From an optimization exercise on the open Yosys and OpenROAD flow, aimed at small area and a short achievable clock period; shortcuts taken in it are not production practice.
Only simulation tests tie the RTL to the original design; equivalence was not proved.
Power figures rest on the tool's default switching activity, not on a simulated workload.

### design/flow/design.v
module stack_bank #(
   parameter int WIDTH  = 32,
   parameter int DEPTH  = 16,
   parameter int STACKS = 4,
   localparam int SEL_W = (STACKS > 1) ? $clog2(STACKS) : 1,
   localparam int CNT_W = $clog2(DEPTH + 1)
) (
   input  logic             clock,
   input  logic             reset,
   input  logic             req,
   input  logic [1:0]       op,
   input  logic [SEL_W-1:0] sel,
   input  logic [WIDTH-1:0] din,
   input  logic             flush,
   output logic [WIDTH-1:0] dout,
   output logic             dout_valid,
   output logic             overflow,
   output logic             underflow,
   output logic [CNT_W-1:0] count,
   output logic             full,
   output logic             empty
);
   localparam int ADDR_W = $clog2(DEPTH);
   localparam logic [1:0] OP_PEEK    = 2'b00;
   localparam logic [1:0] OP_PUSH    = 2'b01;
   localparam logic [1:0] OP_POP     = 2'b10;
   localparam logic [1:0] OP_REPLACE = 2'b11;
   logic [STACKS-1:0] sel_hot;
   logic              do_op, push_req, pop_req, repl_req, rd_req;
   always_comb begin
      for (int s = 0; s < STACKS; s++) sel_hot[s] = (sel == SEL_W'(s));
      do_op    = req && !flush;
      push_req = do_op && (op == OP_PUSH);
      pop_req  = do_op && (op == OP_POP);
      repl_req = do_op && (op == OP_REPLACE);
      rd_req   = do_op && (op != OP_PUSH);
   end
   logic [CNT_W-1:0]  sp    [STACKS];
   logic [STACKS-1:0] emp_q;             
   logic [STACKS-1:0] s_full, s_empty;
   logic [WIDTH-1:0]  s_top [STACKS];    
   for (genvar s = 0; s < STACKS; s++) begin : g_stack
      logic [WIDTH-1:0] row_q [DEPTH];
      logic [DEPTH-1:0] dec;             
      logic             push_here, repl_here;
      assign s_full[s]  = sp[s][ADDR_W];
      assign s_empty[s] = emp_q[s];
      for (genvar k = 0; k < DEPTH; k++) begin : g_dec
         assign dec[k] = (sp[s][ADDR_W-1:0] == ADDR_W'(k));
      end
      logic [WIDTH-1:0] top_or [DEPTH+1];
      assign top_or[0] = '0;
      for (genvar i = 0; i < DEPTH; i++) begin : g_top
         assign top_or[i+1] = top_or[i] | ({WIDTH{dec[(i + 1) % DEPTH]}} & row_q[i]);
      end
      assign s_top[s] = top_or[DEPTH];
      assign push_here = sel_hot[s] && push_req;
      assign repl_here = sel_hot[s] && repl_req;
      for (genvar i = 0; i < DEPTH; i++) begin : g_row
         logic push_row, repl_row, row_we;
         if (i == 0) begin : g_first
            assign push_row = dec[0] && !s_full[s];
         end else begin : g_other
            assign push_row = dec[i];
         end
         if (i == DEPTH - 1) begin : g_last
            assign repl_row = s_full[s];
         end else begin : g_inner
            assign repl_row = dec[i + 1];
         end
         assign row_we = (push_here && push_row) || (repl_here && repl_row);
         always_ff @(posedge clock) begin
            if (row_we) row_q[i] <= din;
         end
      end
   end
   assign count = sp[sel];
   assign full  = s_full[sel];
   assign empty = s_empty[sel];
   always_ff @(posedge clock or posedge reset) begin
      if (reset) begin
         for (int s = 0; s < STACKS; s++) sp[s] <= '0;
         emp_q      <= '1;
         dout_valid <= 1'b0;
         overflow   <= 1'b0;
         underflow  <= 1'b0;
      end else begin
         for (int s = 0; s < STACKS; s++) begin
            if (sel_hot[s]) begin
               if (flush) begin
                  sp[s]    <= '0;
                  emp_q[s] <= 1'b1;
               end else if (push_req && !s_full[s]) begin
                  sp[s]    <= sp[s] + CNT_W'(1);
                  emp_q[s] <= 1'b0;
               end else if (pop_req && !s_empty[s]) begin
                  sp[s]    <= sp[s] - CNT_W'(1);
                  emp_q[s] <= (sp[s] == CNT_W'(1));
               end
            end
         end
         dout_valid <= rd_req && !empty;
         overflow   <= push_req && full;
         underflow  <= rd_req && empty;
      end
   end
   logic [WIDTH-1:0] rd_data;
   always_comb begin
      logic [WIDTH-1:0] acc;
      acc = '0;
      for (int s = 0; s < STACKS; s++)
         acc = acc | ({WIDTH{sel_hot[s]}} & s_top[s]);
      rd_data = acc;
   end
   always_ff @(posedge clock) begin
      dout <= rd_data;
   end
endmodule
### design/flow/flow/run.sh
#!/bin/bash
# Own layout flow: the standard synthesis (for the register names and
# cell types), then a hand-mapped netlist of the same logic (flow/gen.py,
# control logic mapped by flow/map.tcl), then the standard layout steps
# from floorplan to finish on that netlist.
set -euo pipefail
cd "$(dirname "$0")/.."
W=$PWD
R=$W/orfs/results/$FLOW_PLATFORM/stack_bank/base
O=$W/orfs/objects/$FLOW_PLATFORM/stack_bank/base
LIB=$FLOW_HOME/platforms/$FLOW_PLATFORM/lib/sky130_fd_sc_hd__tt_025C_1v80.lib
YOSYS=$(command -v yosys || echo "$FLOW_HOME/../tools/install/yosys/bin/yosys")

bash standard.sh synth > "$W/std_synth.log" 2>&1
cp "$R/1_2_yosys.v" "$W/std_1_2_yosys.v"
python3 flow/gen.py "$W/std_1_2_yosys.v" "$W/hand.v" > "$W/gen.log" 2>&1
# every lpflow and probe cell: a superset of the platform's don't-use list
DONT_USE=$(grep -oE 'cell *\( *"?sky130_fd_sc_hd__(lpflow_[a-z0-9_]+|probec?_p_[0-9]+)' "$LIB" | sed -E 's/.*\( *"?//' | sort -u | tr '\n' ' ')
export DONT_USE
MAP_SRC=$W/hand.v MAP_OUT=$W/mapped.v LIB=$LIB \
  ABC_SCRIPT=$FLOW_HOME/scripts/abc_speed.script ABC_CONSTR=$O/abc.constr \
  "$YOSYS" -c flow/map.tcl > "$W/map.log" 2>&1
cp "$W/mapped.v" "$R/1_2_yosys.v"
rm -f "$R/1_synth.odb" "$R/1_synth.sdc"
bash standard.sh finish "BUFFER_PORTS_ARGS=-buffer_cell sky130_fd_sc_hd__buf_4" > "$W/std_finish.log" 2>&1
### design/flow/flow/gen.py
#!/usr/bin/env python3
"""Write a hand-mapped version of stack_bank for the layout.

usage: gen.py STANDARD_NETLIST OUT.v

The registers are taken, by instance name and cell type, from the standard
synthesis netlist (so the layout keeps exactly its registers). The read path
(row select AND-OR, then the per-stack select) is built from explicit
a222oi/nand/a22oi cells; the small control logic is left as assign
statements for Yosys/ABC to map. The logic is exactly that of
rtl/stack_bank.sv.
"""
import re
import sys

W, D, S = 32, 16, 4
P = "sky130_fd_sc_hd__"

src = open(sys.argv[1]).read()
flops = {}
for m in re.finditer(r"^\s*(" + P + r"(?:e?df\w+))\s+(\\\S+|\w+)\s*\(", src, re.M):
    flops[m.group(2)] = m.group(1)

def name_of(pattern):
    hits = [n for n in flops if re.fullmatch(pattern, n)]
    if len(hits) != 1:
        sys.exit(f"gen.py: expected one register matching {pattern}, found {hits}")
    return hits[0]

used = set()
def ff(pattern):
    n = name_of(pattern)
    used.add(n)
    return n, flops[n]

o = []
emit = o.append
cell_id = [0]
def cell(kind, pins):
    cell_id[0] += 1
    emit(f"  {P}{kind} rm_{cell_id[0]} (" + ", ".join(f".{p}({v})" for p, v in pins) + ");")
emit("module stack_bank(clock, reset, req, op, sel, din, flush, dout, dout_valid, overflow, underflow, count, full, empty);")
emit("  input clock; input reset; input req; input [1:0] op; input [1:0] sel; input [31:0] din; input flush;")
emit("  output [31:0] dout; output dout_valid; output overflow; output underflow;")
emit("  output [4:0] count; output full; output empty;")
emit("  wire [3:0] sel_hot;")
emit("  assign sel_hot[0] = ~sel[1] & ~sel[0];")
emit("  assign sel_hot[1] = ~sel[1] &  sel[0];")
emit("  assign sel_hot[2] =  sel[1] & ~sel[0];")
emit("  assign sel_hot[3] =  sel[1] &  sel[0];")
emit("  wire [3:0] nsel = ~sel_hot;")
emit("  wire do_op = req & ~flush;")
emit("  wire push_req = do_op & ~op[1] & op[0];")
emit("  wire pop_req  = do_op & op[1] & ~op[0];")
emit("  wire repl_req = do_op & op[1] & op[0];")
emit("  wire rd_req   = do_op & ~(~op[1] & op[0]);")
emit("  wire reset_n = ~reset;")
for s in range(S):
    emit(f"  wire [4:0] sp{s}; wire [4:0] spn{s}; wire [15:0] dec{s}; wire [15:0] we{s};")
    emit(f"  wire full{s} = sp{s}[4];")
    emit(f"  wire empty{s}; wire empn{s};")
    emit(f"  assign empn{s} = ~sel_hot[{s}] ? empty{s} : flush ? 1'b1 : (push_req & ~full{s}) ? 1'b0 : (pop_req & ~empty{s}) ? (sp{s} == 5'd1) : empty{s};")
    n, c = ff(rf"\\emp_q\[{s}\]\$\S*")
    emit(f"  {c} {n} (.CLK(clock), .D(empn{s}), .SET_B(reset_n), .Q(empty{s}));")
    # two-level row decode: dec[k] = (sp[1:0] == k%4) & (sp[3:2] == k/4),
    # built as nor2 of the inverted 2-bit predecodes.
    emit(f"  wire [3:0] nlo{s}, nhi{s};")
    for j in range(4):
        emit(f"  assign nlo{s}[{j}] = ~(sp{s}[1:0] == 2'd{j});")
        emit(f"  assign nhi{s}[{j}] = ~(sp{s}[3:2] == 2'd{j});")
    # dec is gated by the stack select: dec[k] = sel_hot & (sp[3:0] == k)
    for k in range(D):
        cell("nor3_1", [("A", f"nlo{s}[{k % 4}]"), ("B", f"nhi{s}[{k // 4}]"), ("C", f"nsel[{s}]"), ("Y", f"dec{s}[{k}]")])
    for i in range(D):
        pr = f"(dec{s}[0] & ~full{s})" if i == 0 else f"dec{s}[{i}]"
        rr = f"(sel_hot[{s}] & full{s})" if i == D - 1 else f"dec{s}[{i+1}]"
        emit(f"  assign we{s}[{i}] = (push_req & {pr}) | (repl_req & {rr});")
    emit(f"  assign spn{s} = ~sel_hot[{s}] ? sp{s} : flush ? 5'd0 : (push_req & ~full{s}) ? sp{s} + 5'd1 : (pop_req & ~empty{s}) ? sp{s} - 5'd1 : sp{s};")
    for k in range(5):
        n, c = ff(rf"\\sp\[{s}\]\[{k}\]\$\S*")
        emit(f"  {c} {n} (.CLK(clock), .D(spn{s}[{k}]), .RESET_B(reset_n), .Q(sp{s}[{k}]));")
emit("  wire [4:0] cnt_sel = sel[1] ? (sel[0] ? sp3 : sp2) : (sel[0] ? sp1 : sp0);")
emit("  wire emp_sel = sel[1] ? (sel[0] ? empty3 : empty2) : (sel[0] ? empty1 : empty0);")
# count/full/empty: AND-OR with their own copy of the sel decode.
emit("  wire [3:0] shc; wire [4:0] cnt_o; wire emp_o;")
cell("nor2_1", [("A", "sel[1]"), ("B", "sel[0]"), ("Y", "shc[0]")])
cell("nor2b_1", [("A", "sel[1]"), ("B_N", "sel[0]"), ("Y", "shc[1]")])
cell("nor2b_1", [("A", "sel[0]"), ("B_N", "sel[1]"), ("Y", "shc[2]")])
cell("and2_1", [("A", "sel[1]"), ("B", "sel[0]"), ("X", "shc[3]")])
for k, src_ in [(k, [f"sp{t}[{k}]" for t in range(S)]) for k in range(5)] + [(5, [f"empty{t}" for t in range(S)])]:
    out = f"cnt_o[{k}]" if k < 5 else "emp_o"
    emit(f"  wire st_{k}_a, st_{k}_b;")
    cell("a22oi_1", [("A1", "shc[0]"), ("A2", src_[0]), ("B1", "shc[1]"), ("B2", src_[1]), ("Y", f"st_{k}_a")])
    cell("a22oi_1", [("A1", "shc[2]"), ("A2", src_[2]), ("B1", "shc[3]"), ("B2", src_[3]), ("Y", f"st_{k}_b")])
    cell("nand2_1", [("A", f"st_{k}_a"), ("B", f"st_{k}_b"), ("Y", out)])
emit("  assign count = cnt_o;")
emit("  assign full = cnt_o[4];")
emit("  assign empty = emp_o;")
for nm, expr in (("dout_valid", "rd_req & ~emp_sel"), ("overflow", "push_req & cnt_sel[4]"), ("underflow", "rd_req & emp_sel")):
    n, c = ff(rf"\\{nm}\$\S*")
    emit(f"  wire {nm}_n = {expr};")
    emit(f"  {c} {n} (.CLK(clock), .D({nm}_n), .RESET_B(reset_n), .Q({nm}));")

# Storage and the read path.
emit("  wire [31:0] rd;")
for s in range(S):
    for i in range(D):
        emit(f"  wire [31:0] m{s}_{i};")
        for b in range(W):
            n, c = ff(rf"\\g_stack\[{s}\]\.row_q\[{i}\]\[{b}\]\$\S*")
            emit(f"  {c} {n} (.CLK(clock), .D(din[{b}]), .DE(we{s}[{i}]), .Q(m{s}_{i}[{b}]));")
    # row i is the top when dec[(i+1)%16]
    emit(f"  wire [15:0] rs{s};")
    for i in range(D):
        emit(f"  assign rs{s}[{i}] = dec{s}[{(i + 1) % D}];")
for b in range(W):
    # 64 (select, row) pairs; the selects are the sel-gated decodes.
    pairs = []
    for s in range(S):
        for i in range(D - 1):
            pairs.append((f"rs{s}[{i}]", f"m{s}_{i}[{b}]"))
    for s in range(S):
        pairs.append((f"rs{s}[{D - 1}]", f"m{s}_{D - 1}[{b}]"))
    y = []
    for g in range(0, 63, 3):
        nm = f"y_{b}_{g // 3}"
        emit(f"  wire {nm};")
        cell("a222oi_1", [("A1", pairs[g][0]), ("A2", pairs[g][1]),
                          ("B1", pairs[g + 1][0]), ("B2", pairs[g + 1][1]),
                          ("C1", pairs[g + 2][0]), ("C2", pairs[g + 2][1]), ("Y", nm)])
        y.append(nm)
    nm = f"y_{b}_21"
    emit(f"  wire {nm};")
    cell("nand2_1", [("A", pairs[63][0]), ("B", pairs[63][1]), ("Y", nm)])
    y.append(nm)
    z = []
    for g in range(5):
        nm = f"z_{b}_{g}"
        emit(f"  wire {nm};")
        cell("nand4_1", [("A", y[4 * g]), ("B", y[4 * g + 1]), ("C", y[4 * g + 2]), ("D", y[4 * g + 3]), ("Y", nm)])
        z.append(nm)
    nm = f"z_{b}_5"
    emit(f"  wire {nm};")
    cell("nand2_1", [("A", y[20]), ("B", y[21]), ("Y", nm)])
    z.append(nm)
    emit(f"  wire w_{b}_0, w_{b}_1;")
    cell("nor3_1", [("A", z[0]), ("B", z[1]), ("C", z[2]), ("Y", f"w_{b}_0")])
    cell("nor3_1", [("A", z[3]), ("B", z[4]), ("C", z[5]), ("Y", f"w_{b}_1")])
    cell("nand2_1", [("A", f"w_{b}_0"), ("B", f"w_{b}_1"), ("Y", f"rd[{b}]")])
    n, c = ff(rf"\\dout\[{b}\]\$\S*")
    emit(f"  {c} {n} (.CLK(clock), .D(rd[{b}]), .Q(dout[{b}]));")
emit("endmodule")

missing = set(flops) - used
if missing:
    sys.exit(f"gen.py: registers of the standard synthesis not placed: {sorted(missing)[:10]}")
open(sys.argv[2], "w").write("\n".join(o) + "\n")
print(f"gen.py: {len(used)} registers, {cell_id[0]} read-path cells")
### design/flow/flow/map.tcl
# Maps the hand-built netlist's control logic (assign statements) to sky130hd
# cells; the instantiated cells and registers are kept as they are.
# env: MAP_SRC (input), MAP_OUT (output netlist), LIB (liberty), ABC_SCRIPT
yosys -import
read_liberty -lib $::env(LIB)
read_verilog $::env(MAP_SRC)
hierarchy -check -top stack_bank
synth -top stack_bank -flatten -nofsm -noshare -run :fine
synth -top stack_bank -flatten -nofsm -noshare -run fine:check
opt -purge
set dont_use {}
foreach c [split $::env(DONT_USE) " "] { if {$c ne ""} { lappend dont_use -dont_use $c } }
abc -script $::env(ABC_SCRIPT) -liberty $::env(LIB) {*}$dont_use -constr $::env(ABC_CONSTR) -D 4500
setundef -zero
splitnets
opt_clean -purge
hilomap -singleton -hicell sky130_fd_sc_hd__conb_1 HI -locell sky130_fd_sc_hd__conb_1 LO
insbuf -buf sky130_fd_sc_hd__buf_4 A X
check -assert
tee -o $::env(MAP_OUT).stat stat -liberty $::env(LIB)
write_verilog -noattr -nohex -nodec $::env(MAP_OUT)
### design/flow/standard.sh
#!/bin/bash
# synth_recipe.tcl (not shown) runs the flow's synth.tcl, then flattens the netlist and writes it again
# the make line also repeats each setting of config.mk as NAME=value (left out here)
make -C /OpenROAD-flow-scripts/flow DESIGN_CONFIG=/design/flow/config.mk WORK_HOME=/design/flow/orfs CLKGATE_MAP_FILE= SYNTH_SCRIPT=/design/flow/synth_recipe.tcl "${@:-finish}"
### design/flow/config.mk
export PLATFORM = sky130hd
export DESIGN_NAME = stack_bank
export DESIGN_NICKNAME = stack_bank
export VERILOG_FILES = /design/flow/design.v
export SDC_FILE = /design/flow/constraint.sdc
export NUM_CORES = 4
export LEC_CHECK = 0
export CAP_MARGIN = 20
export CORE_MARGIN = 2
export CORE_UTILIZATION = 60
export CTS_BUF_LIST = sky130_fd_sc_hd__clkbuf_16
export CTS_CLUSTER_DIAMETER = 80
export CTS_CLUSTER_SIZE = 25
export SETUP_SLACK_MARGIN = 2.0
export SLEW_MARGIN = 20
export TNS_END_PERCENT = 5
### design/flow/constraint.sdc
create_clock -name core_clock -period 4.5 [get_ports {clock}]
set_input_delay 0.9000 -clock core_clock [delete_from_list [all_inputs] [get_ports {clock}]]
set_output_delay 0.9000 -clock core_clock [all_outputs]
set_load 0.01 [all_outputs]
==> summary.md, run 1 <==
| Metric | Value |
|---|---|
| H-tree depth | 3 |
| Vias in the first global route | approximately 40000 |
| DP Worst Slack | approximately 0.089 ns |
| Placer Congestion | around 0.91 |
| Via/cell ratio | roughly 7.6 |
| IO Pins | 82 |
| R2R Path Start | sp[2][1] |
| Residual DRC | 0 |
| Sw Ratio | a little under a quarter |
| CTS tree | yes |
| Final setup vio count | 0 |
| Fill count | 7475 |
| Die area | 126000 um2 |
| Setup TNS | 0 ns |
| Die H | between 300 and 400 um |
| Slew @ Worst Pin | between 1 and 1.5 ns |
| RSZ-0062 raised after global routing | true |
| Proportion of power drawn by flip-flops and latches | approximately 63% |
| Max cap viols | 0 |
| Multi-input gate area | approximately 12000 um2 |
| Worst R2R Path Depth | 10 |
| DP HPWL | approximately 130000 um |
| Tmin final | between 2 and 3 ns |
| Crit-path cells | nand2b_4 -> buf_4 -> buf_6 -> nor3_4 -> buf_6 -> buf_12 -> a222oi_1 -> nand4_1 -> nor3_2 -> nand2_1 |
| Syn Inst Count | about 3500 |
| PD cells | between 400 and 500 nW/um2 |
| Hold WS | ~0.25 ns |
| Row count | approximately 130 |
| Crit path DAT | approximately 3.6 ns |
| Final Power | ~35 mW |
| Yosys warning count | 11 |
| Crit-path slowest cell | a222oi_1 |
| PortBufs | 81 |
| CP peak stage delay | 0.59 ns |
| CP required | around 5.1 ns |
| Maximum vdd drop | around 0.00034 V |
| Gr usage total | a little over a third |
| Max Clk Rate | 0.335 GHz |
| Final hold violations | 0 |
| CTS Sinks | between 2000 and 2500 |
| Fin area | 85400 um2 |
| Psw | around 8.1 mW |
| Initial Util | between 60% and 70% |
| Gr ovfl total | 0 |
| CP most frequent cell | buf_6 |
| Syn Nets | 3524 |
| CP Capture Type | register |
| Antenna viol nets, final | 0 |
| Dpl cell area | 79200 um2 |
| DR pass1 iterations | 13 |
| Relative slew slack | 33.1% |
| Largest net degree at the start of global routing | 65 |
| Die Wd | about 350 um |
| Antenna violations before repair | 9 |
| Max clock buf depth | 3 |
| Comb pwr share | around 8.5% |
| Internal Power | about 27 mW |
| DR iter-0 viols | 9554 |
| Clk latency of the worst-skew pair | 0.75 ns |
| Nets | between 4000 and 5000 |
| P_leak | between 20 and 30 nW |
| Final Max Slew Viols | 0 |
| WL final | 224000 um |
| R2r endpoint | dout[31] |
| Final period util | between 60% and 70% |
| First-pass GRT wire length | about 300000 um |
| CP max FO | 11 |
| Total core area | around 120000 um2 |
| FF/Latch Area | ~63000 um2 |
| Vias post-DR | ~43000 |
| Area grow syn2layout | 15.9% |
| TritonCTS buffer count | between 90 and 100 |
| Skew final | 0.0312 ns |
| Crit path buf inv count | 4 |
| Hold Crit Class | input pin to asynchronous set/reset pin |
| Status | finished clean |
| Startpoint class of the critical path | register |
| Clock Tree Root | clkbuf_16 |
| Mean Syn Cell Area | about 21 um2 |
| Share of cells above drive strength 1 | a little over a fifth |
| R2R setup slack | approximately 1.5 ns |
| Clock Power Share | between 20 and 30% |
| Post-synthesis cell area | 73700 um2 |
| DR WL/cell | slightly below 40 um |
| Crit-path leading delay family | simple AND/OR/NAND/NOR gates |
| Reg clk slew, reported paths | ~0.10 ns |
| Crit Path Category | register to register |
| Setup WS post-layout | ~1.5 ns |
cell usage in the layout, fill, tap and decap left out, types with 5 or more instances in the layout:
master,n
o21ai_0,10
dfxtp_1,32
a22o_2,25
inv_6,6
a22oi_1,10
inv_1,64
a21oi_1,5
o22ai_1,6
a222oi_1,672
nor2_1,15
buf_6,53
nand2_8,6
buf_4,339
bufbuf_16,10
dfrtp_2,16
edfxtp_1,2048
clkbuf_16,100
dfrtp_1,7
nand2_1,117
nor3_2,19
or2_4,7
nand2b_4,12
a22o_4,35
nor3_4,91
buf_12,68
nor3_1,40
nand2_4,5
o21ai_1,5
nand4_1,162
buf_8,9
power groups by stage:
stage,Clock (mW),Combinational [mW],Sequential [mW]
2_1_floorplan,0,0.799,22.3
6_report,9.98,2.96,22.0
4_1_cts,10.1,2.77,22.0
3_5_place_dp,0,2.34,22.4
5_1_grt,10.7,3.04,22.0
3_3_place_gp,0,2.30,22.4
layout make-up:
cell class              count  share of cell area [%]
diodes                      3                 0.00879
clock buffers              99                    2.90
clock inverters            76                   0.502
inverters                  15                   0.114
multi-input cells        1328                    14.6
flip-flops and latches   2107                    73.6
well taps                1625                    2.38
repair buffers            485                    5.95
repair inverters            1                 0.00732
metal layers:
metal | GRT usage (%) | wire (um) | vias to the layer above | part of all wire, %
met4 | 7.12 | 5060 | 2 | 2.3
met2 | 53.1 | 103000 | 3295 | 46
met3 | 7.53 | 32800 | 274 | 15
met1 | 54.4 | 83600 | 22600 | 37
li1 | - | - | 17300 | -
met5 | 0 | 13 | - | 0.0058
per-stage QoR:
stage                     cells  util (%)
after floorplan            3484         -
after global placement     5356      65.0
after detailed placement   5356      65.0
after CTS                  5663      69.3
after global routing       5736      70.1
final                      5739      70.1
worst max path at each step:
stage | depth (start not counted) | start | end
floorplan | 4 | sel[1] | g_stack[3].row_q[0][0]
global placement | 10 | sel[1] | dout[24]
detailed placement | 10 | sel[1] | dout[7]
CTS | 8 | sp[2][1] | dout[29]
global route | 10 | sp[2][1] | dout[31]
finish | 10 | sp[2][1] | dout[31]
registers in the layout (all words and copies together), names as in the netlist:
name / cells
dout: 32
sp: 20
emp_q: 4
underflow: 1
g_stack.row_q: 2048
overflow: 1
dout_valid: 1
timing repair:
item | in CTS | in global routing
gates cloned | 18 | 4
buffers inserted | 114 | 68
endpoints found under the hold margin | 0 | 0
pin swaps | 161 | 58
hold buffers | 0 | 0
setup endpoints to repair | 1995 | 1544
gates resized for setup | 235 | 48
==> run 2, diff against run 1 <==
--- a/design/flow/design.v
+++ b/design/flow/design.v
@@ -36,6 +36,7 @@
       rd_req   = do_op && (op != OP_PUSH);
    end
    logic [CNT_W-1:0]  sp    [STACKS];
+   logic [CNT_W-1:0]  cnt_n [STACKS];    
    logic [STACKS-1:0] emp_q;             
    logic [STACKS-1:0] s_full, s_empty;
    logic [WIDTH-1:0]  s_top [STACKS];    
@@ -74,12 +75,15 @@
          end
       end
    end
-   assign count = sp[sel];
-   assign full  = s_full[sel];
+   assign count = ~cnt_n[sel];
+   assign full  = ~cnt_n[sel][ADDR_W];
    assign empty = s_empty[sel];
    always_ff @(posedge clock or posedge reset) begin
       if (reset) begin
-         for (int s = 0; s < STACKS; s++) sp[s] <= '0;
+         for (int s = 0; s < STACKS; s++) begin
+            sp[s]    <= '0;
+            cnt_n[s] <= '1;
+         end
          emp_q      <= '1;
          dout_valid <= 1'b0;
          overflow   <= 1'b0;
@@ -89,18 +93,21 @@
             if (sel_hot[s]) begin
                if (flush) begin
                   sp[s]    <= '0;
+                  cnt_n[s] <= '1;
                   emp_q[s] <= 1'b1;
                end else if (push_req && !s_full[s]) begin
                   sp[s]    <= sp[s] + CNT_W'(1);
+                  cnt_n[s] <= ~(sp[s] + CNT_W'(1));
                   emp_q[s] <= 1'b0;
                end else if (pop_req && !s_empty[s]) begin
                   sp[s]    <= sp[s] - CNT_W'(1);
+                  cnt_n[s] <= ~(sp[s] - CNT_W'(1));
                   emp_q[s] <= (sp[s] == CNT_W'(1));
                end
             end
          end
          dout_valid <= rd_req && !empty;
-         overflow   <= push_req && full;
+         overflow   <= push_req && s_full[sel];
          underflow  <= rd_req && empty;
       end
    end
==> design/flow/flow/gen.py (replaced) <==
#!/usr/bin/env python3
"""Write a hand-mapped version of stack_bank for the layout.

usage: gen.py STANDARD_NETLIST OUT.v

The registers are taken, by instance name and cell type, from the standard
synthesis netlist (so the layout keeps exactly its registers). The read path
(row select a22oi/nand4 AND-OR per stack, then the per-stack select) and the count/full/
empty outputs are built from explicit cells; the small control logic is left
as assign statements for Yosys/ABC to map. The logic is exactly that of
rtl/stack_bank.sv.
"""
import re
import sys

W, D, S = 32, 16, 4
P = "sky130_fd_sc_hd__"

src = open(sys.argv[1]).read()
flops = {}
for m in re.finditer(r"^\s*(" + P + r"(?:e?df\w+))\s+(\\\S+|\w+)\s*\(", src, re.M):
    flops[m.group(2)] = m.group(1)

used = set()
def ff(pattern):
    hits = [n for n in flops if re.fullmatch(pattern, n)]
    if len(hits) != 1:
        sys.exit(f"gen.py: expected one register matching {pattern}, found {hits}")
    used.add(hits[0])
    return hits[0], flops[hits[0]]

o = []
emit = o.append
cell_id = [0]
def cell(kind, pins):
    cell_id[0] += 1
    emit(f"  {P}{kind} rm_{cell_id[0]} (" + ", ".join(f".{p}({v})" for p, v in pins) + ");")

def arff(pattern, d, q):
    """A register with an asynchronous reset (or set) driven from reset."""
    n, c = ff(pattern)
    if "dfrtp" in c:
        emit(f"  {c} {n} (.CLK(clock), .D({d}), .RESET_B(reset_n), .Q({q}));")
    elif "dfstp" in c:
        emit(f"  {c} {n} (.CLK(clock), .D({d}), .SET_B(reset_n), .Q({q}));")
    else:
        sys.exit(f"gen.py: unexpected cell {c} for {n}")

emit("module stack_bank(clock, reset, req, op, sel, din, flush, dout, dout_valid, overflow, underflow, count, full, empty);")
emit("  input clock; input reset; input req; input [1:0] op; input [1:0] sel; input [31:0] din; input flush;")
emit("  output [31:0] dout; output dout_valid; output overflow; output underflow;")
emit("  output [4:0] count; output full; output empty;")
emit("  wire [3:0] sel_hot;")
emit("  assign sel_hot[0] = ~sel[1] & ~sel[0];")
emit("  assign sel_hot[1] = ~sel[1] &  sel[0];")
emit("  assign sel_hot[2] =  sel[1] & ~sel[0];")
emit("  assign sel_hot[3] =  sel[1] &  sel[0];")
emit("  wire do_op = req & ~flush;")
emit("  wire push_req = do_op & ~op[1] & op[0];")
emit("  wire pop_req  = do_op & op[1] & ~op[0];")
emit("  wire repl_req = do_op & op[1] & op[0];")
emit("  wire rd_req   = do_op & ~(~op[1] & op[0]);")
emit("  wire reset_n = ~reset;")
for s in range(S):
    emit(f"  wire [4:0] sp{s}, spn{s}, cn{s}, cnn{s}; wire [15:0] tq{s}, we{s};")
    emit(f"  wire full{s} = sp{s}[4];")
    emit(f"  wire empty{s}; wire empn{s};")
    emit(f"  wire push{s} = sel_hot[{s}] & push_req;")
    emit(f"  wire repl{s} = sel_hot[{s}] & repl_req;")
    emit(f"  wire pushok{s} = push_req & ~full{s};")
    emit(f"  wire popok{s} = pop_req & ~empty{s};")
    emit(f"  assign empn{s} = ~sel_hot[{s}] ? empty{s} : flush ? 1'b1 : pushok{s} ? 1'b0 : popok{s} ? (sp{s} == 5'd1) : empty{s};")
    emit(f"  assign spn{s} = ~sel_hot[{s}] ? sp{s} : flush ? 5'd0 : pushok{s} ? sp{s} + 5'd1 : popok{s} ? sp{s} - 5'd1 : sp{s};")
    emit(f"  assign cnn{s} = ~sel_hot[{s}] ? cn{s} : flush ? 5'h1f : pushok{s} ? ~(sp{s} + 5'd1) : popok{s} ? ~(sp{s} - 5'd1) : cn{s};")
    arff(rf"\\emp_q\[{s}\]\$\S*", f"empn{s}", f"empty{s}")
    for k in range(5):
        arff(rf"\\sp\[{s}\]\[{k}\]\$\S*", f"spn{s}[{k}]", f"sp{s}[{k}]")
        arff(rf"\\cnt_n\[{s}\]\[{k}\]\$\S*", f"cnn{s}[{k}]", f"cn{s}[{k}]")
    # two-level row decode: dec[k] = (sp[1:0] == k%4) & (sp[3:2] == k/4),
    # built as nor2 of the inverted 2-bit predecodes; tq[i] = dec[i+1] marks
    # the top row.
    emit(f"  wire [3:0] nlo{s}, nhi{s}; wire [15:0] dec{s};")
    for j in range(4):
        emit(f"  assign nlo{s}[{j}] = ~(sp{s}[1:0] == 2'd{j});")
        emit(f"  assign nhi{s}[{j}] = ~(sp{s}[3:2] == 2'd{j});")
    for k in range(D):
        cell("nor2_1", [("A", f"nlo{s}[{k % 4}]"), ("B", f"nhi{s}[{k // 4}]"), ("Y", f"dec{s}[{k}]")])
    for i in range(D):
        emit(f"  assign tq{s}[{i}] = dec{s}[{(i + 1) % D}];")
    for i in range(D):
        pr = f"(dec{s}[0] & ~full{s})" if i == 0 else f"dec{s}[{i}]"
        rr = f"full{s}" if i == D - 1 else f"dec{s}[{i+1}]"
        emit(f"  assign we{s}[{i}] = (push{s} & {pr}) | (repl{s} & {rr});")

# dout_valid / overflow / underflow, from their own select of the flags.
emit("  wire emp_sel = sel[1] ? (sel[0] ? empty3 : empty2) : (sel[0] ? empty1 : empty0);")
emit("  wire full_sel = sel[1] ? (sel[0] ? full3 : full2) : (sel[0] ? full1 : full0);")
for nm, expr in (("dout_valid", "rd_req & ~emp_sel"), ("overflow", "push_req & full_sel"), ("underflow", "rd_req & emp_sel")):
    emit(f"  wire {nm}_n = {expr};")
    arff(rf"\\{nm}\$\S*", f"{nm}_n", nm)

# count/full/empty: AND-OR with their own copies of the sel decode.
emit("  wire [3:0] shc0, shc1, shc2; wire [4:0] cnt_o; wire full_o, emp_o;")
for g in range(3):
    cell("nor2_1", [("A", "sel[1]"), ("B", "sel[0]"), ("Y", f"shc{g}[0]")])
    cell("nor2b_1", [("A", "sel[1]"), ("B_N", "sel[0]"), ("Y", f"shc{g}[1]")])
    cell("nor2b_1", [("A", "sel[0]"), ("B_N", "sel[1]"), ("Y", f"shc{g}[2]")])
    cell("and2_1", [("A", "sel[1]"), ("B", "sel[0]"), ("X", f"shc{g}[3]")])
outs = [(f"cnt_o[{k}]", [f"cn{t}[{k}]" for t in range(S)], True) for k in range(5)]
outs.append(("full_o", [f"cn{t}[4]" for t in range(S)], True))
outs.append(("emp_o", [f"empty{t}" for t in range(S)], False))
for j, (out, src_, inv) in enumerate(outs):
    h = f"shc{j * 3 // len(outs)}"
    emit(f"  wire st_{j}_a, st_{j}_b;")
    cell("a22oi_1", [("A1", f"{h}[0]"), ("A2", src_[0]), ("B1", f"{h}[1]"), ("B2", src_[1]), ("Y", f"st_{j}_a")])
    cell("a22oi_1", [("A1", f"{h}[2]"), ("A2", src_[2]), ("B1", f"{h}[3]"), ("B2", src_[3]), ("Y", f"st_{j}_b")])
    # the a22oi pair gives the inverted selected value: and2 for the
    # inverted registers, nand2 for the plain ones.
    cell("and2_1" if inv else "nand2_1", [("A", f"st_{j}_a"), ("B", f"st_{j}_b"), ("X" if inv else "Y", out)])
emit("  assign count = cnt_o;")
emit("  assign full = full_o;")
emit("  assign empty = emp_o;")

# Storage and the read path.
emit("  wire [31:0] rd;")
for s in range(S):
    for i in range(D):
        emit(f"  wire [31:0] m{s}_{i};")
        for b in range(W):
            n, c = ff(rf"\\g_stack\[{s}\]\.row_q\[{i}\]\[{b}\]\$\S*")
            emit(f"  {c} {n} (.CLK(clock), .D(din[{b}]), .DE(we{s}[{i}]), .Q(m{s}_{i}[{b}]));")
for b in range(W):
    fin = []
    for s in range(S):
        y = []
        for g in range(8):
            r0 = 2 * g
            nm = f"y_{s}_{b}_{g}"
            emit(f"  wire {nm};")
            cell("a22oi_1", [("A1", f"tq{s}[{r0}]"), ("A2", f"m{s}_{r0}[{b}]"),
                             ("B1", f"tq{s}[{r0+1}]"), ("B2", f"m{s}_{r0+1}[{b}]"),
                             ("Y", nm)])
            y.append(nm)
        u1, u2 = f"u_{s}_{b}_0", f"u_{s}_{b}_1"
        emit(f"  wire {u1}, {u2};")
        cell("nand4_1", [("A", y[0]), ("B", y[1]), ("C", y[2]), ("D", y[3]), ("Y", u1)])
        cell("nand4_1", [("A", y[4]), ("B", y[5]), ("C", y[6]), ("D", y[7]), ("Y", u2)])
        f = f"f_{s}_{b}"
        emit(f"  wire {f};")
        cell("a22oi_1", [("A1", f"sel_hot[{s}]"), ("A2", u1), ("B1", f"sel_hot[{s}]"), ("B2", u2), ("Y", f)])
        fin.append(f)
    cell("nand4_1", [("A", fin[0]), ("B", fin[1]), ("C", fin[2]), ("D", fin[3]), ("Y", f"rd[{b}]")])
    n, c = ff(rf"\\dout\[{b}\]\$\S*")
    emit(f"  {c} {n} (.CLK(clock), .D(rd[{b}]), .Q(dout[{b}]));")
emit("endmodule")

missing = set(flops) - used
if missing:
    sys.exit(f"gen.py: registers of the standard synthesis not placed: {sorted(missing)[:10]}")
open(sys.argv[2], "w").write("\n".join(o) + "\n")
print(f"gen.py: {len(used)} registers, {cell_id[0]} hand-placed cells")
--- a/design/flow/config.mk
+++ b/design/flow/config.mk
@@ -7,10 +7,9 @@
 export LEC_CHECK = 0
 export CAP_MARGIN = 20
 export CORE_MARGIN = 2
-export CORE_UTILIZATION = 60
+export CORE_UTILIZATION = 50
 export CTS_BUF_LIST = sky130_fd_sc_hd__clkbuf_16
 export CTS_CLUSTER_DIAMETER = 80
 export CTS_CLUSTER_SIZE = 25
 export SETUP_SLACK_MARGIN = 2.0
 export SLEW_MARGIN = 20
-export TNS_END_PERCENT = 5
==> summary.md, run 2 <==
| Metric | Value |
|---|---|
| Cts hold-fix bufs | 0 |
| Antenna viol nets, final | 0 |
| P_leak | 27.0 nW |
| Max reg flops | 2048 |
| R2R setup slack | between 1.5 and 2 ns |
| Syn Nets | about 4100 |
| R2r endpoint | dout[3] |
| Mean Syn Cell Area | around 19 um2 |
| DP HPWL | approximately 130000 um |
| Vias in the first global route | around 42000 |
| Total core area | roughly 150000 um2 |
| Comb pwr share | between 10% and 20% |
| Final setup vio count | 0 |
| Post-synthesis cell area | 77000 um2 |
| Die Wd | 396 um |
| R2R Path Start | sp[0][1] |
| Initial Util | approximately 50% |
| DP Worst Slack | about 0.66 ns |
| Clock Power Share | between 20% and 30% |
| WL final | 236000 um |
| Nets | 4635 |
| Setup WS post-layout | roughly 1.8 ns |
| Proportion of power drawn by flip-flops and latches | a little under three fifths |
| Final hold violations | 0 |
| PD cells | 446 nW/um2 |
| RSZ-0062 raised after global routing | true |
| Crit Path Category | input pin to primary output |
| PortBufs | 81 |
| Crit path DAT | 1.83 ns |
| Relative slew slack | around a third |
| Psw | 10.9 mW |
| Sw Ratio | between 20% and 30% |
| Final Max Slew Viols | 0 |
| Gr ovfl total | 0 |
| Internal Power | 28.6 mW |
| Most common cell after layout, fill and taps aside | edfxtp_1 |
| Hold Crit Class | input pin to asynchronous set/reset pin |
| IO Pins | between 80 and 90 |
| CP required | roughly 3.6 ns |
| Final period util | 60.8% |
| Fill count | ~12000 |
| Placer Congestion | 0.987 |
| Syn Inst Count | between 4000 and 5000 |
| Final Power | ~40 mW |
| FF/Latch Area | 63400 um2 |
| Max cap viols | 0 |
| Share of cells above drive strength 1 | 20.3% |
| Worst R2R Path Depth | 8 |
| Setup TNS | 0 ns |
| CTS tree | yes |
| TritonCTS buffer count | 108 |
| CP Capture Type | primary output |
| Yosys warning count | 12 |
| Die area | 157000 um2 |
| Clk latency of the worst-skew pair | between 0.7 and 0.8 ns |
| H-tree depth | 3 |
| Skew final | about 0.041 ns |
| Vias post-DR | ~46000 |
| Via/cell ratio | a little under 7 |
| Slew @ Worst Pin | a little under 1 ns |
| DR pass1 iterations | 5 |
| Tmin final | 2.73 ns |
| Reg clk slew, reported paths | 0.09 ns |
| Most frequent cells in the layout | edfxtp_1, a22oi_1, buf_4, nand4_1, nor2_4 |
| Multi-input gate area | ~16000 um2 |
| Max clock buf depth | 3 |
| Clock Tree Root | clkbuf_16 |
| Gr usage total | 29.4% |
| Die H | approximately 400 um |
| Area grow syn2layout | 15.2% |
| Max Clk Rate | between 0.3 and 0.4 GHz |
| Largest Register | g_stack.row_q |
| Startpoint class of the critical path | input pin |
| DR WL/cell | between 30 and 40 um |
| Status | finished clean |
| Residual DRC | 0 |
| Largest net degree at the start of global routing | 72 |
| Largest regs | g_stack.row_q x2048, dout x32 |
| CTS Sinks | around 2100 |
| Antenna violations before repair | 14 |
| Hold WS | around 0.15 ns |
| Maximum vdd drop | ~0.00040 V |
| CP max FO | 22 |
| Row count | between 100 and 150 |
| DR iter-0 viols | just over 6000 |
| First-pass GRT wire length | roughly 320000 um |
run 2: critical path, cell delays in order:
cell and delay (ns):
buf_6 0.19, nor2_1 0.11, a22oi_2 0.26, and2_4 0.24, buf_6 0.11
run 2: repair_timing:
item / in CTS / in global routing
cloned: 54 / 9
gates resized for setup: 241 / 87
buffers inserted: 106 / 112
setup endpoints to repair: 2073 / 654
pin swaps: 118 / 87
run 2: per-stage QoR:
stage | cells | area (um2) | utilization [%]
after floorplan | 4097 | 77600 | -
after global placement | 6248 | 81200 | 52.9
after detailed placement | 6248 | 81200 | 52.9
after CTS | 6592 | 87200 | 56.8
after global routing | 6713 | 88700 | 57.8
final | 6723 | 88700 | 57.8
run 2: layer usage:
metal / up-vias / track usage [%] / share of wire [%]
met2: 2456 / 44.8 / 46
met3: 321 / 5.04 / 10
met1: 23800 / 43.4 / 40
met5: - / 0 / 0.022
li1: 18900 / - / -
met4: 8 / 9.53 / 3.8
run 2: how the worst max path moves through the flow:
stage                     start                endpoint  cells past startpoint
floorplan              sp[3][2]  g_stack[3].row_q[5][0]                      5
global placement         sel[0]                dout[31]                      5
detailed placement       sel[0]                dout[31]                      5
CTS                 cnt_n[0][3]                count[3]                      3
global route             sel[0]                count[3]                      5
finish                   sel[0]                count[3]                      5
run 2: power groups by stage:
| stage | clock network (mW) | logic (mW) | registers (mW) |
|---|---|---|---|
| after global routing | 12.0 | 6.09 | 22.3 |
| after floorplan | 0 | 1.99 | 22.5 |
| after global placement | 0 | 4.45 | 22.8 |
| final | 11.3 | 5.95 | 22.3 |
| after detailed placement | 0 | 4.46 | 22.8 |
| after CTS | 11.4 | 5.28 | 22.3 |
run 2: layout make-up:
cell class / instances / area share [%]
inverters: 11 / 0.0705
clock buffers: 112 / 3.16
multi-input cells: 1981 / 17.9
repair buffers: 366 / 3.80
diodes: 10 / 0.0282
well taps: 2044 / 2.88
clock inverters: 72 / 0.718
flip-flops and latches: 2127 / 71.4
==> run 3, diff against run 2 <==
--- a/design/flow/config.mk
+++ b/design/flow/config.mk
@@ -11,5 +11,6 @@
 export CTS_BUF_LIST = sky130_fd_sc_hd__clkbuf_16
 export CTS_CLUSTER_DIAMETER = 80
 export CTS_CLUSTER_SIZE = 25
-export SETUP_SLACK_MARGIN = 2.0
+export SETUP_SLACK_MARGIN = 2.3
 export SLEW_MARGIN = 20
+export TNS_END_PERCENT = 30
==> summary.md, run 3 <==
| Metric | Value |
|---|---|
| Tmin final | 2.69 ns |
| Status | finished clean |
| Fin area | between 90000 and 100000 um2 |
| Area grow syn2layout | 21.1% |
| Fin util | between 60% and 70% |
| Initial Util | between 50% and 60% |
| Largest regs | g_stack.row_q x2048, dout x32 |
| CTS tree | yes |
| Gr usage total | about 31% |
| DP HPWL | around 130000 um |
| Crit-path leading delay family | simple AND/OR/NAND/NOR gates |
| Slew @ Worst Pin | 1.00 ns |
| Maximum vdd drop | 0.000394 V |
| CP Capture Type | primary output |
| First-pass GRT wire length | between 300000 and 400000 um |
| WL final | 254000 um |
| Final period util | 59.8% |
| Total core area | ~150000 um2 |
| Die area | approximately 160000 um2 |
| Max reg flops | 2048 |
| Die H | slightly below 400 um |
| Via/cell ratio | about 6.8 |
| CP peak stage delay | between 0.2 and 0.25 ns |
| Clock Tree Root | clkbuf_16 |
| Startpoint class of the critical path | input pin |
| Reg clk slew, reported paths | 0.09 ns |
| Placer Congestion | around 0.89 |
| Hold Crit Class | input pin to asynchronous set/reset pin |
| Max clock buf depth | 3 |
| Residual DRC | 0 |
| H-tree depth | 3 |
| Vias post-DR | about 48000 |
| Post-synthesis cell area | between 70000 and 80000 um2 |
| TritonCTS buffer count | 104 |
| Dpl cell area | 81400 um2 |
| Setup TNS | 0 ns |
| Crit-path cells | buf_8 -> and2_1 -> a22oi_2 -> and2_4 -> buf_6 |
| DR pass1 iterations | 6 |
| Vias in the first global route | 43600 |
| Fill count | roughly 11000 |
| Largest net degree at the start of global routing | just over 70 |
| Syn Inst Count | about 4000 |
| PortBufs | ~80 |
| Crit path DAT | between 1.5 and 2 ns |
| Mean Syn Cell Area | about 19 um2 |
| Clk latency of the worst-skew pair | between 0.7 and 0.8 ns |
| CTS Sinks | 2127 |
| Yosys warning count | 12 |
| Largest Register | g_stack.row_q |
| Final Max Slew Viols | 0 |
| Most frequent cells in the layout | edfxtp_1, a22oi_1, buf_4, nand4_1, a22oi_2 |
| Crit Path Category | input pin to primary output |
| Share of cells above drive strength 1 | 27.9% |
| Row count | ~140 |
| Antenna viol nets, final | 0 |
| Relative slew slack | about a third |
| DR iter-0 viols | approximately 6900 |
| IO Pins | 82 |
| Nets | roughly 4900 |
| Final hold violations | 0 |
| Die Wd | between 300 and 400 um |
| DR WL/cell | 36.1 um |
| Crit path buf inv count | 2 |
| Max Clk Rate | ~0.37 GHz |
| Cts hold-fix bufs | 0 |
| CP max FO | 22 |
| Most common cell after layout, fill and taps aside | edfxtp_1 |
| P_leak | 29.2 nW |
| Gr ovfl total | 0 |
| PD cells | between 400 and 500 nW/um2 |
| CP required | 3.60 ns |
| Antenna violations before repair | 14 |
| Crit-path slowest cell | and2_4 |
| Placed Cells | about 6200 |
| RSZ-0062 raised after global routing | true |
| Syn Nets | slightly above 4000 |
| Max cap viols | 0 |
| Final setup vio count | 0 |
| Layout Cells excl Fill | about 7000 |
| Skew final | between 0.04 and 0.05 ns |
run 3: worst paths after layout:
kind	startpoint	cells past startpoint	end	slack, ns
hold / removal	reset	2	sp[2][3]	0.21
setup / recovery	sel[0]	5	count[1]	1.81
min in group core_clock	cnt_n[2][1]	1	cnt_n[2][1]	0.53
hold reg to reg	cnt_n[2][1]	1	cnt_n[2][1]	0.53
max in group asynchronous	reset	3	cnt_n[0][2]	3.48
setup reg to reg	sp[1][1]	11	dout[31]	1.85
run 3: what timing repair did:
action / CTS / global route
cloned: 92 / 32
pin swaps: 304 / 131
gates resized for setup: 477 / 114
endpoints found under the setup margin: 2133 / 1823
buffers inserted: 353 / 139
hold endpoints to repair: 0 / 0
run 3: metal layers:
layer	up-vias	global-route usage, %	part of all wire (%)
li1	19600	-	-
met1	25000	44.8	39
met2	2877	47.6	46
met3	370	5.73	11
met4	12	10.2	4.0
met5	-	0	0.032
run 3: per-stage QoR:
stage	worst slack, ns	power [mW]	hold WS (ns)
after floorplan	1.98	24.5	0.496
after global placement	0.779	27.3	0.515
after detailed placement	0.793	27.3	0.513
after CTS	1.81	39.7	0.183
after global routing	1.79	41.1	0.217
final	1.81	40.2	0.207
run 3: area by class of cell:
| cell class | instances | area, um2 | area share [%] |
|---|---|---|---|
| Multi-Input combinational cell | 2030 | 17400 | 18.7 |
| Timing Repair inverter | 1 | 5.00 | 0.00537 |
| Tap cell | 2044 | 2560 | 2.74 |
| Inverter | 11 | 88.8 | 0.0953 |
| Sequential cell | 2127 | 63400 | 68.0 |
| Clock inverter | 66 | 547 | 0.587 |
| Antenna cell | 4 | 10.0 | 0.0107 |
| Timing Repair Buffer | 628 | 6460 | 6.93 |
| Clock buffer | 108 | 2700 | 2.90 |
run 3: where the power goes:
| group | switching [mW] | total, mW | internal (mW) |
|---|---|---|---|
| logic | 4.52 | 6.96 | 2.44 |
| clock network | 6.27 | 10.9 | 4.65 |
| registers | 0.373 | 22.3 | 22.0 |
| total | 11.2 | 40.2 | 29.1 |

==> static timing again, ports no longer ideal <==
The flow's constraints put no driver on any port. The routed layouts listed below were extracted and timed again, unchanged, in two steps. Step 1 (the two cells are an assumption about what drives the block):
set clk [get_ports {clock}]
set_driving_cell -lib_cell sky130_fd_sc_hd__clkbuf_16 $clk
set_driving_cell -lib_cell sky130_fd_sc_hd__buf_2 [delete_from_list [all_inputs] $clk]
Step 2 moves the port delays by t, midway between the first and last clock arrival at a register: inputs arrive t later, outputs are due t later. That takes back most of the time a late clock gives input paths. a / b / c = no drivers / after step 1 / after step 2; a / b = the first two.
run | t (ns) | slack for setup (ns) | worst data-port slew with drivers (ns)
run 1 | 0.818 | 1.517 / 1.517 / 0.815 | 0.06
run 2 | 0.844 | 1.766 / 1.656 / 1.043 | 0.13
run 3 | 0.830 | 1.809 / 1.664 / 1.207 | 0.17
After both steps every run listed still meets setup and hold. The setup slack of run 2, which loses most, moves by -0.110 ns with the drivers and by -0.723 ns with both steps.
